Background: an optimization exercise with open tools, aiming at small area. Do not read the settings as production practice. In this exercise RTL edits were held to simulation tests only and were not proved equivalent to the original. Power and IR drop assume default switching activity.

==> inputs of 10-19 <==
==> flow/design.v <==
package pong_pkg;
	typedef logic [10:0] coord_t;
	typedef logic [6:0] score_t;
	typedef struct packed
	{
		logic r;
		logic g;
		logic b;
	} rgb_t;
	typedef enum logic [1:0]
	{
		UP_RIGHT   = 2'd0,
		UP_LEFT    = 2'd1,
		DOWN_LEFT  = 2'd2,
		DOWN_RIGHT = 2'd3
	} dir_t;
	typedef struct packed
	{
		coord_t ball_row;
		coord_t ball_col;
		coord_t pad_col;
		logic   boost;
	} snapshot_t;
endpackage
`timescale 1ns/1ps
module pong_top
(
	input  logic   clk,
	input  logic   rst,
	input  logic   left,
	input  logic   right,
	input  logic   boost,
	input  logic [2:0] bg,
	output logic [2:0] rgb,
	output logic   hsync,
	output logic   vsync,
	output logic [6:0] score
);
	function automatic logic [11:0] add12(input logic [11:0] a, input logic [11:0] b, input logic ci);
		logic c;
		c = ci;
		for (int i = 0; i < 12; i++)
		begin
			add12[i] = a[i] ^ b[i] ^ c;
			c = (a[i] & b[i]) | (c & (a[i] ^ b[i]));
		end
	endfunction
	function automatic logic [11:0] inc12(input logic [11:0] a, input logic ci);
		logic c;
		c = ci;
		for (int i = 0; i < 12; i++)
		begin
			inc12[i] = a[i] ^ c;
			c = a[i] & c;
		end
	endfunction
	logic [10:0] hc;
	logic [9:0]  vc;
	logic        h_end, v_end;
	assign h_end = hc[10] & (&hc[3:0]);
	assign v_end = vc[9] & vc[7] & vc[4] & vc[3] & vc[0];
	always_ff @(posedge clk, posedge rst)
	begin
		if (rst)
		begin
			hc <= 11'd1039;
			vc <= 10'd665;
		end
		else if (h_end)
		begin
			hc <= '0;
			vc <= v_end ? 10'd0 : 10'(inc12({2'b0, vc}, 1'b1));
		end
		else
			hc <= 11'(inc12({1'b0, hc}, 1'b1));
	end
	assign hsync = !((hc >= 11'd919) && (hc < 11'd1039));
	assign vsync = !((vc >= 10'd659) && (vc < 10'd665));
	logic [4:0] cl;
	logic [3:0] ch;
	logic [3:0] k;
	logic       tick, lo_wrap;
	logic [8:0] brow;
	logic [9:0] bcol, pcol;
	logic       up, rt;    
	logic       boost_s;   
	always_comb
	begin
		case (score[4:0])
			5'd0: k = 4'd10;
			5'd1: k = 4'd10;
			5'd2: k = 4'd10;
			5'd3: k = 4'd9;
			5'd4: k = 4'd9;
			5'd5: k = 4'd9;
			5'd6: k = 4'd8;
			5'd7: k = 4'd8;
			5'd8: k = 4'd8;
			5'd9: k = 4'd7;
			5'd10: k = 4'd7;
			5'd11: k = 4'd7;
			5'd12: k = 4'd6;
			5'd13: k = 4'd6;
			5'd14: k = 4'd6;
			5'd15: k = 4'd5;
			5'd16: k = 4'd5;
			5'd17: k = 4'd5;
			5'd18: k = 4'd4;
			5'd19: k = 4'd4;
			5'd20: k = 4'd4;
			5'd21: k = 4'd3;
			5'd22: k = 4'd3;
			5'd23: k = 4'd3;
			5'd24: k = 4'd2;
			5'd25: k = 4'd2;
			5'd26: k = 4'd2;
			5'd27: k = 4'd1;
			5'd28: k = 4'd1;
			5'd29: k = 4'd1;
			5'd30: k = 4'd0;
			5'd31: k = 4'd0;
		endcase
		if (score >= 7'd30)
			k = 4'd0;
	end
	assign tick    = (ch == k) && (cl == ((k == 4'd0) ? 5'd7 : 5'd0));
	assign lo_wrap = (cl == 5'd19);
	always_ff @(posedge clk, posedge rst)
	begin
		if (rst)
		begin
			cl <= '0;
			ch <= '0;
		end
		else
		begin
			cl <= lo_wrap ? 5'd0 : 5'(inc12({7'b0, cl}, 1'b1)) & {5{!tick}};
			ch <= 4'(inc12({8'b0, ch}, lo_wrap)) & {4{!tick}};
		end
	end
	logic        miss, hit, up_n, rt_n, s5, en_p, en_b, inc_s;
	logic [11:0] cd;
	assign cd  = add12({2'b0, bcol}, ~{2'b0, pcol}, 1'b1);
	assign hit = $signed(cd) >= -12'sd60 && $signed(cd) <= 12'sd60;
	always_comb
	begin
		up_n = up;
		rt_n = rt;
		miss = 1'b0;
		inc_s = 1'b0;
		if (brow <= 9'd126)
			up_n = 1'b0;
		else if (bcol <= 10'd63)
			rt_n = 1'b1;
		else if (bcol >= 10'd843)
			rt_n = 1'b0;
		else if (brow >= 9'd502)
		begin
			if (hit)
			begin
				up_n  = 1'b1;
				inc_s = 1'b1;
			end
			else
				miss = 1'b1;
		end
	end
	assign en_p = tick && (left ? (pcol > 10'd103) : (right && (pcol < 10'd803)));
	assign en_b = tick && !miss;
	assign s5   = up_n && boost;
	always_ff @(posedge clk, posedge rst)
	begin
		if (rst)
		begin
			brow  <= 9'd134;
			bcol  <= 10'd453;
			pcol  <= 10'd453;
			up    <= 1'b0;
			rt    <= 1'b1;
			score <= '0;
		end
		else
		begin
			pcol <= 10'(add12({2'b0, pcol}, {{7{en_p && left}}, en_p && !left, en_p && left, en_p}, 1'b0));
			brow <= (tick && miss) ? 9'd134
				: 9'(add12({3'b0, brow}, {{7{en_b && up_n}}, en_b && up_n && !boost, en_b && up_n, en_b}, 1'b0));
			bcol <= 10'(add12({2'b0, bcol}, {{8{en_b && !rt_n}}, en_b && !(rt_n ^ s5), en_b && !rt_n, en_b}, 1'b0));
			score <= (tick && miss) ? 7'd0
				: 7'(inc12({5'b0, score}, tick && inc_s && (score != 7'd99)));
			if (tick)
			begin
				up <= up_n;
				rt <= rt_n;
			end
		end
	end
	logic boost_s_n;
	assign boost_s_n = (cl == 5'd0) && (ch == 4'd0) ? (boost && up) : boost_s;
	always_ff @(posedge clk)
		boost_s <= boost_s_n;
	logic [8:0] s_brow;
	logic [9:0] s_bcol, s_pcol;
	logic       s_boost;
	logic       swap, started;
	assign swap = ((hc == 11'd1037) && (vc == 10'd623)) || !started;
	always_ff @(posedge clk, posedge rst)
	begin
		if (rst)
			started <= 1'b0;
		else
			started <= 1'b1;
	end
	always_ff @(posedge clk)
	begin
		if (swap)
		begin
			s_brow  <= brow;
			s_bcol  <= bcol;
			s_pcol  <= pcol;
			s_boost <= boost_s_n;
		end
	end
	logic [11:0] eb, ep;
	logic [10:0] fr;
	logic        b_cols, p_cols, f_rows, ball, in_field;
	logic [6:0]  lo, hi;
	logic [2:0]  colour;
	assign eb = add12({1'b0, hc}, ~{2'b0, s_bcol}, 1'b1);   
	assign ep = add12({1'b0, hc}, ~{2'b0, s_pcol}, 1'b1);   
	assign fr = 11'(add12({2'b0, vc}, ~{3'b0, s_brow}, 1'b1));   
	assign b_cols = !eb[11] && (eb[10:0] <= 11'd100);
	assign p_cols = !ep[11] && (ep[10:0] <= 11'd100);
	assign f_rows = !fr[10] && (fr[9:0] <= 10'd18);
	always_comb
	begin
		case (fr[4:0])
			5'd0, 5'd18:  begin lo = 7'd46; hi = 7'd54; end
			5'd1, 5'd17:  begin lo = 7'd45; hi = 7'd55; end
			5'd2, 5'd3, 5'd15, 5'd16:
			              begin lo = 7'd43; hi = 7'd57; end
			5'd4, 5'd14:  begin lo = 7'd42; hi = 7'd58; end
			default:      begin lo = 7'd41; hi = 7'd59; end
		endcase
	end
	assign ball     = f_rows && b_cols && (eb[6:0] >= lo) && (eb[6:0] <= hi);
	assign in_field = (hc >= 11'd103) && (hc <= 11'd903) && (vc >= 10'd23) && (vc <= 10'd623);
	always_comb
	begin
		if (ball)
			colour = s_boost ? 3'b110 : 3'b100;
		else if (p_cols && (vc >= 10'd513) && (vc <= 10'd533))
			colour = 3'b010;
		else if (b_cols && (vc >= 10'd113) && (vc <= 10'd133))
			colour = 3'b001;
		else if (in_field)
			colour = bg;
		else
			colour = 3'b000;
	end
	always_ff @(posedge clk, posedge rst)
	begin
		if (rst)
			rgb <= 3'b000;
		else
			rgb <= colour;
	end
endmodule
==> flow/run.sh <==
#!/bin/bash
# synth_recipe.tcl (not shown) runs the flow's synth.tcl, then flattens the netlist and writes it again
# the make line also repeats each setting of config.mk as NAME=value (left out here)
make -C /OpenROAD-flow-scripts/flow DESIGN_CONFIG=/design/flow/config.mk WORK_HOME=/design/flow/orfs CLKGATE_MAP_FILE= SYNTH_SCRIPT=/design/flow/synth_recipe.tcl finish
==> flow/config.mk <==
export PLATFORM = sky130hd
export DESIGN_NAME = pong_top
export DESIGN_NICKNAME = pong_top
export VERILOG_FILES = /design/flow/design.v
export SDC_FILE = /design/flow/constraint.sdc
export NUM_CORES = 4
export LEC_CHECK = 0
export CAP_MARGIN = 20
export CORE_MARGIN = 2
export CORE_UTILIZATION = 40
export SLEW_MARGIN = 20
==> flow/constraint.sdc <==
create_clock -name core_clock -period 20.0 [get_ports {clk}]
set_input_delay 4.0000 -clock core_clock [delete_from_list [all_inputs] [get_ports {clk}]]
set_output_delay 4.0000 -clock core_clock [all_outputs]
set_load 0.01 [all_outputs]
==> 11-21: changes against 10-19 <==
==> flow/design.v, changed modules only <==
module pong_top
(
	input  logic   clk,
	input  logic   rst,
	input  logic   left,
	input  logic   right,
	input  logic   boost,
	input  logic [2:0] bg,
	output logic [2:0] rgb,
	output logic   hsync,
	output logic   vsync,
	output logic [6:0] score
);
	function automatic logic [11:0] add12(input logic [11:0] a, input logic [11:0] b, input logic ci);
		logic c;
		c = ci;
		for (int i = 0; i < 12; i++)
		begin
			add12[i] = a[i] ^ b[i] ^ c;
			c = (a[i] & b[i]) | (c & (a[i] ^ b[i]));
		end
	endfunction
	function automatic logic [11:0] inc12(input logic [11:0] a, input logic ci);
		logic c;
		c = ci;
		for (int i = 0; i < 12; i++)
		begin
			inc12[i] = a[i] ^ c;
			c = a[i] & c;
		end
	endfunction
	logic [10:0] hc;
	logic [9:0]  vc;
	logic        h_end, v_end;
	assign h_end = hc[10] & (&hc[3:0]);
	assign v_end = vc[9] & vc[7] & vc[4] & vc[3] & vc[0];
	always_ff @(posedge clk, posedge rst)
	begin
		if (rst)
		begin
			hc <= 11'd1039;
			vc <= 10'd665;
		end
		else
		begin
			hc <= 11'(inc12({1'b0, hc}, 1'b1)) & {11{!h_end}};
			vc <= 10'(inc12({2'b0, vc}, h_end)) & {10{!(h_end && v_end)}};
		end
	end
	assign hsync = !((hc >= 11'd919) && (hc < 11'd1039));
	assign vsync = !((vc >= 10'd659) && (vc < 10'd665));
	logic [4:0] cl;
	logic [5:0] acc;
	logic       tick, lo_wrap, fast, offer;
	logic [6:0] score_n;
	logic [8:0] brow;
	logic [9:0] bcol, pcol;
	logic       up, rt;    
	logic       boost_s;   
	assign fast    = (score >= 7'd30);
	assign tick    = fast ? (cl == 5'd18) : ((acc >= 6'd30) && (cl == 5'd0));
	assign lo_wrap = (cl == 5'd29);
	always_ff @(posedge clk, posedge rst)
	begin
		if (rst)
		begin
			cl    <= '0;
			acc   <= '0;
			offer <= 1'b1;    
		end
		else
		begin
			offer <= tick;
			cl    <= {cl[3:0], cl[4] ~^ cl[2]} & {5{!(tick || lo_wrap)}};
			acc   <= tick ? {1'b0, score_n[4:0]} : 6'(add12({6'b0, acc}, {10'b0, lo_wrap, lo_wrap}, 1'b0));
		end
	end
	logic        miss, hit, up_n, rt_n, s5, en_p, en_b, inc_s;
	logic [11:0] cd;
	assign cd  = add12({2'b0, bcol}, ~{2'b0, pcol}, 1'b1);
	assign hit = $signed(cd) >= -12'sd60 && $signed(cd) <= 12'sd60;
	always_comb
	begin
		up_n = up;
		rt_n = rt;
		miss = 1'b0;
		inc_s = 1'b0;
		if (brow <= 9'd126)
			up_n = 1'b0;
		else if (bcol <= 10'd164)
			rt_n = 1'b1;
		else if (bcol >= 10'd944)
			rt_n = 1'b0;
		else if (brow >= 9'd502)
		begin
			if (hit)
			begin
				up_n  = 1'b1;
				inc_s = 1'b1;
			end
			else
				miss = 1'b1;
		end
	end
	assign score_n = (tick && miss) ? 7'd0
		: 7'(inc12({5'b0, score}, tick && inc_s && (score != 7'd99)));
	assign en_p = tick && (left ? (pcol > 10'd204) : (right && (pcol < 10'd904)));
	assign en_b = tick && !miss;
	assign s5   = up_n && boost;
	always_ff @(posedge clk, posedge rst)
	begin
		if (rst)
		begin
			brow  <= 9'd134;
			bcol  <= 10'd554;
			pcol  <= 10'd554;
			up    <= 1'b0;
			rt    <= 1'b1;
			score <= '0;
		end
		else
		begin
			pcol <= 10'(add12({2'b0, pcol}, {{7{en_p && left}}, en_p && !left, en_p && left, en_p}, 1'b0));
			brow <= (tick && miss) ? 9'd134
				: 9'(add12({3'b0, brow}, {{7{en_b && up_n}}, en_b && up_n && !boost, en_b && up_n, en_b}, 1'b0));
			bcol <= 10'(add12({2'b0, bcol}, {{8{en_b && !rt_n}}, en_b && !(rt_n ^ s5), en_b && !rt_n, en_b}, 1'b0));
			score <= score_n;
			if (tick)
			begin
				up <= up_n;
				rt <= rt_n;
			end
		end
	end
	logic boost_s_n;
	assign boost_s_n = offer ? (boost && up) : boost_s;
	always_ff @(posedge clk)
		boost_s <= boost_s_n;
	logic [8:0] s_brow;
	logic [9:0] s_bcol, s_pcol;
	logic       s_boost;
	logic       swap, started;
	assign swap = ((hc == 11'd1037) && (vc == 10'd623)) || !started;
	always_ff @(posedge clk, posedge rst)
	begin
		if (rst)
			started <= 1'b0;
		else
			started <= 1'b1;
	end
	always_ff @(posedge clk)
	begin
		if (swap)
		begin
			s_brow  <= brow;
			s_bcol  <= bcol;
			s_pcol  <= pcol;
			s_boost <= boost_s_n;
		end
	end
	logic [11:0] eb, ep;
	logic [10:0] fr;
	logic        b_cols, p_cols, f_rows, ball, in_field;
	logic [6:0]  lo, hi;
	logic [2:0]  colour, bg_q;
	assign eb = add12({2'b0, s_bcol}, ~{1'b0, hc}, 1'b1);   
	assign ep = add12({2'b0, s_pcol}, ~{1'b0, hc}, 1'b1);   
	assign fr = 11'(add12({2'b0, vc}, ~{3'b0, s_brow}, 1'b1));   
	assign b_cols = !eb[11] && (eb[10:0] <= 11'd100);
	assign p_cols = !ep[11] && (ep[10:0] <= 11'd100);
	assign f_rows = !fr[10] && (fr[9:0] <= 10'd18);
	always_comb
	begin
		case (fr[4:0])
			5'd0, 5'd18:  begin lo = 7'd46; hi = 7'd54; end
			5'd1, 5'd17:  begin lo = 7'd45; hi = 7'd55; end
			5'd2, 5'd3, 5'd15, 5'd16:
			              begin lo = 7'd43; hi = 7'd57; end
			5'd4, 5'd14:  begin lo = 7'd42; hi = 7'd58; end
			default:      begin lo = 7'd41; hi = 7'd59; end
		endcase
	end
	assign ball     = f_rows && b_cols && (eb[6:0] >= lo) && (eb[6:0] <= hi);
	assign in_field = (hc >= 11'd104) && (hc <= 11'd904) && (vc >= 10'd23) && (vc <= 10'd623);
	always_comb
	begin
		if (ball)
			colour = s_boost ? 3'b110 : 3'b100;
		else if (p_cols && (vc >= 10'd513) && (vc <= 10'd533))
			colour = 3'b010;
		else if (b_cols && (vc >= 10'd113) && (vc <= 10'd133))
			colour = 3'b001;
		else if (in_field)
			colour = bg_q;
		else
			colour = 3'b000;
	end
	always_ff @(posedge clk)
		bg_q <= bg;
	assign rgb = colour;
endmodule
==> flow/flow/run.sh (new file) <==
#!/bin/bash
# Own layout flow: the standard flow (standard synthesis unchanged), with
#  - clock tree synthesis without dummy loads, on clkbuf_8 buffers
#  - input/output port buffers of the smallest size (buf_1); repair_design
#    still buffers the nets behind them
#  - ABC's buffers removed at floorplan instead of timing-driven upsizing
# Each tool's full output stays in ORFS's own logs under orfs/logs; make's
# output goes to flow_make.log here.
set -euo pipefail
export CTS_ARGS="-sink_clustering_enable -repair_clock_nets -dont_use_dummy_load -buf_list sky130_fd_sc_hd__clkbuf_8"
export BUFFER_PORTS_ARGS="-buffer_cell sky130_fd_sc_hd__buf_1"
export REMOVE_ABC_BUFFERS=1
bash standard.sh > flow_make.log 2>&1
==> flow/standard.sh (new file) <==
#!/bin/bash
# synth_recipe.tcl (not shown) runs the flow's synth.tcl, then flattens the netlist and writes it again
# the make line also repeats each setting of config.mk as NAME=value (left out here)
make -C /OpenROAD-flow-scripts/flow DESIGN_CONFIG=/design/flow/config.mk WORK_HOME=/design/flow/orfs CLKGATE_MAP_FILE= SYNTH_SCRIPT=/design/flow/synth_recipe.tcl "${@:-finish}"
removed: flow/run.sh
==> 01-03: changes against 10-19 <==
==> flow/design.v, changed modules only <==
module pong_top
(
	input  logic   clk,
	input  logic   rst,
	input  logic   left,
	input  logic   right,
	input  logic   boost,
	input  logic [2:0] bg,
	output logic [2:0] rgb,
	output logic   hsync,
	output logic   vsync,
	output logic [6:0] score
);
	function automatic logic [11:0] add12(input logic [11:0] a, input logic [11:0] b, input logic ci);
		logic c;
		c = ci;
		for (int i = 0; i < 12; i++)
		begin
			add12[i] = a[i] ^ b[i] ^ c;
			c = (a[i] & b[i]) | (c & (a[i] ^ b[i]));
		end
	endfunction
	function automatic logic [11:0] inc12(input logic [11:0] a, input logic ci);
		logic c;
		c = ci;
		for (int i = 0; i < 12; i++)
		begin
			inc12[i] = a[i] ^ c;
			c = a[i] & c;
		end
	endfunction
	logic [10:0] hc;
	logic [9:0]  vc;
	logic        h_end, v_end;
	assign h_end = hc[10] & (&hc[3:0]);
	assign v_end = vc[9] & vc[7] & vc[4] & vc[3] & vc[0];
	always_ff @(posedge clk, posedge rst)
	begin
		if (rst)
		begin
			hc <= 11'd1039;
			vc <= 10'd665;
		end
		else if (h_end)
		begin
			hc <= '0;
			vc <= v_end ? 10'd0 : 10'(inc12({2'b0, vc}, 1'b1));
		end
		else
			hc <= 11'(inc12({1'b0, hc}, 1'b1));
	end
	assign hsync = !((hc >= 11'd919) && (hc < 11'd1039));
	assign vsync = !((vc >= 10'd659) && (vc < 10'd665));
	logic [7:0] cnt;
	logic [7:0] limit;
	logic       tick;
	logic [8:0] brow;
	logic [9:0] bcol, pcol;
	logic       up, rt;    
	logic       boost_s;   
	always_comb
	begin
		if      (score < 7'd3)  limit = 8'd200;
		else if (score < 7'd6)  limit = 8'd180;
		else if (score < 7'd9)  limit = 8'd160;
		else if (score < 7'd12) limit = 8'd140;
		else if (score < 7'd15) limit = 8'd120;
		else if (score < 7'd18) limit = 8'd100;
		else if (score < 7'd21) limit = 8'd80;
		else if (score < 7'd24) limit = 8'd60;
		else if (score < 7'd27) limit = 8'd40;
		else if (score < 7'd30) limit = 8'd20;
		else                    limit = 8'd7;
	end
	assign tick = (cnt == limit);
	always_ff @(posedge clk, posedge rst)
	begin
		if (rst)
			cnt <= '0;
		else if (tick)
			cnt <= '0;
		else
			cnt <= 8'(inc12({4'b0, cnt}, 1'b1));
	end
	logic       up_n, rt_n, miss, catch_ok;
	logic [8:0] brow_n;
	logic [9:0] bcol_n, pcol_n;
	logic [6:0] score_n;
	logic        s5;
	logic [11:0] cd;
	assign cd       = add12({2'b0, bcol}, ~{2'b0, pcol}, 1'b1);
	assign catch_ok = $signed(cd) >= -12'sd60 && $signed(cd) <= 12'sd60;
	always_comb
	begin
		pcol_n = pcol;
		if (left ? (pcol > 10'd103) : (right && (pcol < 10'd803)))
			pcol_n = 10'(add12({2'b0, pcol}, {{7{left}}, !left, left, 1'b1}, 1'b0));
		up_n    = up;
		rt_n    = rt;
		miss    = 1'b0;
		score_n = score;
		if (brow <= 9'd126)
			up_n = 1'b0;
		else if (bcol <= 10'd63)
			rt_n = 1'b1;
		else if (bcol >= 10'd843)
			rt_n = 1'b0;
		else if (brow >= 9'd502)
		begin
			if (catch_ok)
			begin
				up_n = 1'b1;
				if (score != 7'd99)
					score_n = 7'(inc12({5'b0, score}, 1'b1));
			end
			else
			begin
				miss    = 1'b1;
				score_n = '0;
			end
		end
		s5     = up_n && boost;
		brow_n = 9'(add12({3'b0, brow}, {{7{up_n}}, up_n && !boost, up_n, 1'b1}, 1'b0));
		bcol_n = 10'(add12({2'b0, bcol}, {{8{!rt_n}}, !(rt_n ^ s5), !rt_n, 1'b1}, 1'b0));
		if (miss)
		begin
			brow_n = 9'd134;
			bcol_n = bcol;
		end
	end
	always_ff @(posedge clk, posedge rst)
	begin
		if (rst)
		begin
			brow  <= 9'd134;
			bcol  <= 10'd453;
			pcol  <= 10'd453;
			up    <= 1'b0;
			rt    <= 1'b1;
			score <= '0;
		end
		else if (tick)
		begin
			brow  <= brow_n;
			bcol  <= bcol_n;
			pcol  <= pcol_n;
			up    <= up_n;
			rt    <= rt_n;
			score <= score_n;
		end
	end
	logic boost_s_n;
	assign boost_s_n = (cnt == 8'd0) ? (boost && up) : boost_s;
	always_ff @(posedge clk)
		boost_s <= boost_s_n;
	logic [8:0] s_brow;
	logic [9:0] s_bcol, s_pcol;
	logic       s_boost;
	logic       swap;
	assign swap = (hc == 11'd1037) && (vc == 10'd623);
	always_ff @(posedge clk, posedge rst)
	begin
		if (rst)
		begin
			s_brow  <= 9'd134;
			s_bcol  <= 10'd453;
			s_pcol  <= 10'd453;
			s_boost <= 1'b0;
		end
		else if (swap)
		begin
			s_brow  <= brow;
			s_bcol  <= bcol;
			s_pcol  <= pcol;
			s_boost <= boost_s_n;
		end
	end
	logic [11:0] eb, ep;
	logic [10:0] fr;
	logic        b_cols, p_cols, f_rows, ball, in_field;
	logic [6:0]  lo, hi;
	logic [2:0]  colour;
	assign eb = add12({1'b0, hc}, ~{2'b0, s_bcol}, 1'b1);   
	assign ep = add12({1'b0, hc}, ~{2'b0, s_pcol}, 1'b1);   
	assign fr = 11'(add12({2'b0, vc}, ~{3'b0, s_brow}, 1'b1));   
	assign b_cols = !eb[11] && (eb[10:0] <= 11'd100);
	assign p_cols = !ep[11] && (ep[10:0] <= 11'd100);
	assign f_rows = !fr[10] && (fr[9:0] <= 10'd18);
	always_comb
	begin
		case (fr[4:0])
			5'd0, 5'd18:  begin lo = 7'd46; hi = 7'd54; end
			5'd1, 5'd17:  begin lo = 7'd45; hi = 7'd55; end
			5'd2, 5'd3, 5'd15, 5'd16:
			              begin lo = 7'd43; hi = 7'd57; end
			5'd4, 5'd14:  begin lo = 7'd42; hi = 7'd58; end
			default:      begin lo = 7'd41; hi = 7'd59; end
		endcase
	end
	assign ball     = f_rows && b_cols && (eb[6:0] >= lo) && (eb[6:0] <= hi);
	assign in_field = (hc >= 11'd103) && (hc <= 11'd903) && (vc >= 10'd23) && (vc <= 10'd623);
	always_comb
	begin
		if (ball)
			colour = s_boost ? 3'b110 : 3'b100;
		else if (p_cols && (vc >= 10'd513) && (vc <= 10'd533))
			colour = 3'b010;
		else if (b_cols && (vc >= 10'd113) && (vc <= 10'd133))
			colour = 3'b001;
		else if (in_field)
			colour = bg;
		else
			colour = 3'b000;
	end
	always_ff @(posedge clk, posedge rst)
	begin
		if (rst)
			rgb <= 3'b000;
		else
			rgb <= colour;
	end
endmodule
==> notes <==
First-iteration DRC count: 10-19 < 11-21 < 01-03.
The lowest clock skew belongs to 10-19, the highest to 11-21.
Between 10-19 and 11-21, the lower non-clock buffer count is in 11-21 (gap 1).
Sequential share of layout area: 01-03 < 10-19 < 11-21.
Of 01-03 and 10-19, 01-03 has the higher worst setup slack (gap 290 ps).
The highest sequential power belongs to 11-21, the lowest to 01-03.
Critical path depth, highest first: 01-03, 10-19, 11-21.
The highest maximum frequency belongs to 01-03, the lowest to 11-21.
The highest synthesized cell count belongs to 01-03, the lowest to 11-21.
Register-to-register slack: 11-21 > 01-03 > 10-19.
The highest area after synthesis belongs to 01-03, the lowest to 11-21.
==> figures <==
Status: 10-19 timing/DRC/antenna clean; 01-03 timing/DRC/antenna clean; 11-21 timing/DRC/antenna clean
Power per Cell Area: 10-19 58.3 nW/um^2; 01-03 51.2 nW/um^2; 11-21 52.2 nW/um^2
Data buffer area share: 10-19 0.0278; 01-03 0.0258; 11-21 0.0116
Count of inverters not on the clock network in the layout: 10-19 76; 01-03 83; 11-21 79
Proportion of register bits with asynchronous set or reset after synthesis: 10-19 0.699; 01-03 0.990; 11-21 0.679
Pre-CTS setup slack: 10-19 10,890 ps; 01-03 11,140 ps; 11-21 10,650 ps
Final weighted congestion in routability-driven placement: 10-19 0.911; 01-03 0.813; 11-21 0.916
Switching part of the total power: 10-19 0.231; 01-03 0.221; 11-21 0.226
WL met3: 10-19 449 um; 01-03 535 um; 11-21 471 um
Worst path buffer plus inverter count: 10-19 1; 01-03 1; 11-21 8
Share of total power in combinational logic: 10-19 0.063; 01-03 0.020; 11-21 0.067
Sequential-cell power consumption: 10-19 222 uW; 01-03 204 uW; 11-21 228 uW
Hold slack final: 10-19 509 ps; 01-03 481 ps; 11-21 495 ps
Clock latency reported for the late side of the worst-skew pair: 10-19 360 ps; 01-03 360 ps; 11-21 390 ps
Routing usage on met3: 10-19 0.0391; 01-03 0.0335; 11-21 0.0385
P_comb: 10-19 27.0 uW; 01-03 8.05 uW; 11-21 23.7 uW
Last element of the critical path: 10-19 bcol[9]; 01-03 bcol[9]; 11-21 rgb[1]
DR pass1 iterations: 10-19 4; 01-03 5; 11-21 4
Max-slew headroom: 10-19 0.380; 01-03 0.390; 11-21 0.386
Std-Cell Rows: 10-19 47; 01-03 49; 11-21 46
Post-layout total power: 10-19 429 uW; 01-03 407 uW; 11-21 356 uW
Met2 Wirelength: 10-19 6350 um; 01-03 7870 um; 11-21 5730 um

## re-timing with driven ports
The results above use ideal ports. As a check the final layouts listed here were re-extracted and re-timed, cells and wires unchanged. Step 1: set_driving_cell puts a clkbuf_16 on clk and a buf_2 on each other input, an assumption about the parent block. Step 2 adds t to the input delays and takes it off the output delays; t is the mean of the earliest and latest rising clock arrival at the registers after step 1. Input paths then give back, and output paths get back, about the clock's delay inside the block. Three values: no drivers, after step 1, after step 2; two values: the first two.
run | t (ns) | slack for setup (ns) | clock arrival spread, ns | worst slew at a driven data input, ns | pins driven straight from the clock port
10-19 | 0.395 | 10.893 / 10.893 / 10.893 | 0.008 / 0.008 | 0.04 | 1
11-21 | 0.404 | 10.313 / 10.275 / 10.680 | 0.049 / 0.049 | 0.03 | 1
01-03 | 0.396 | 11.187 / 11.187 / 11.187 | 0.009 / 0.009 | 0.03 | 1
After both steps every run listed still meets setup and hold.
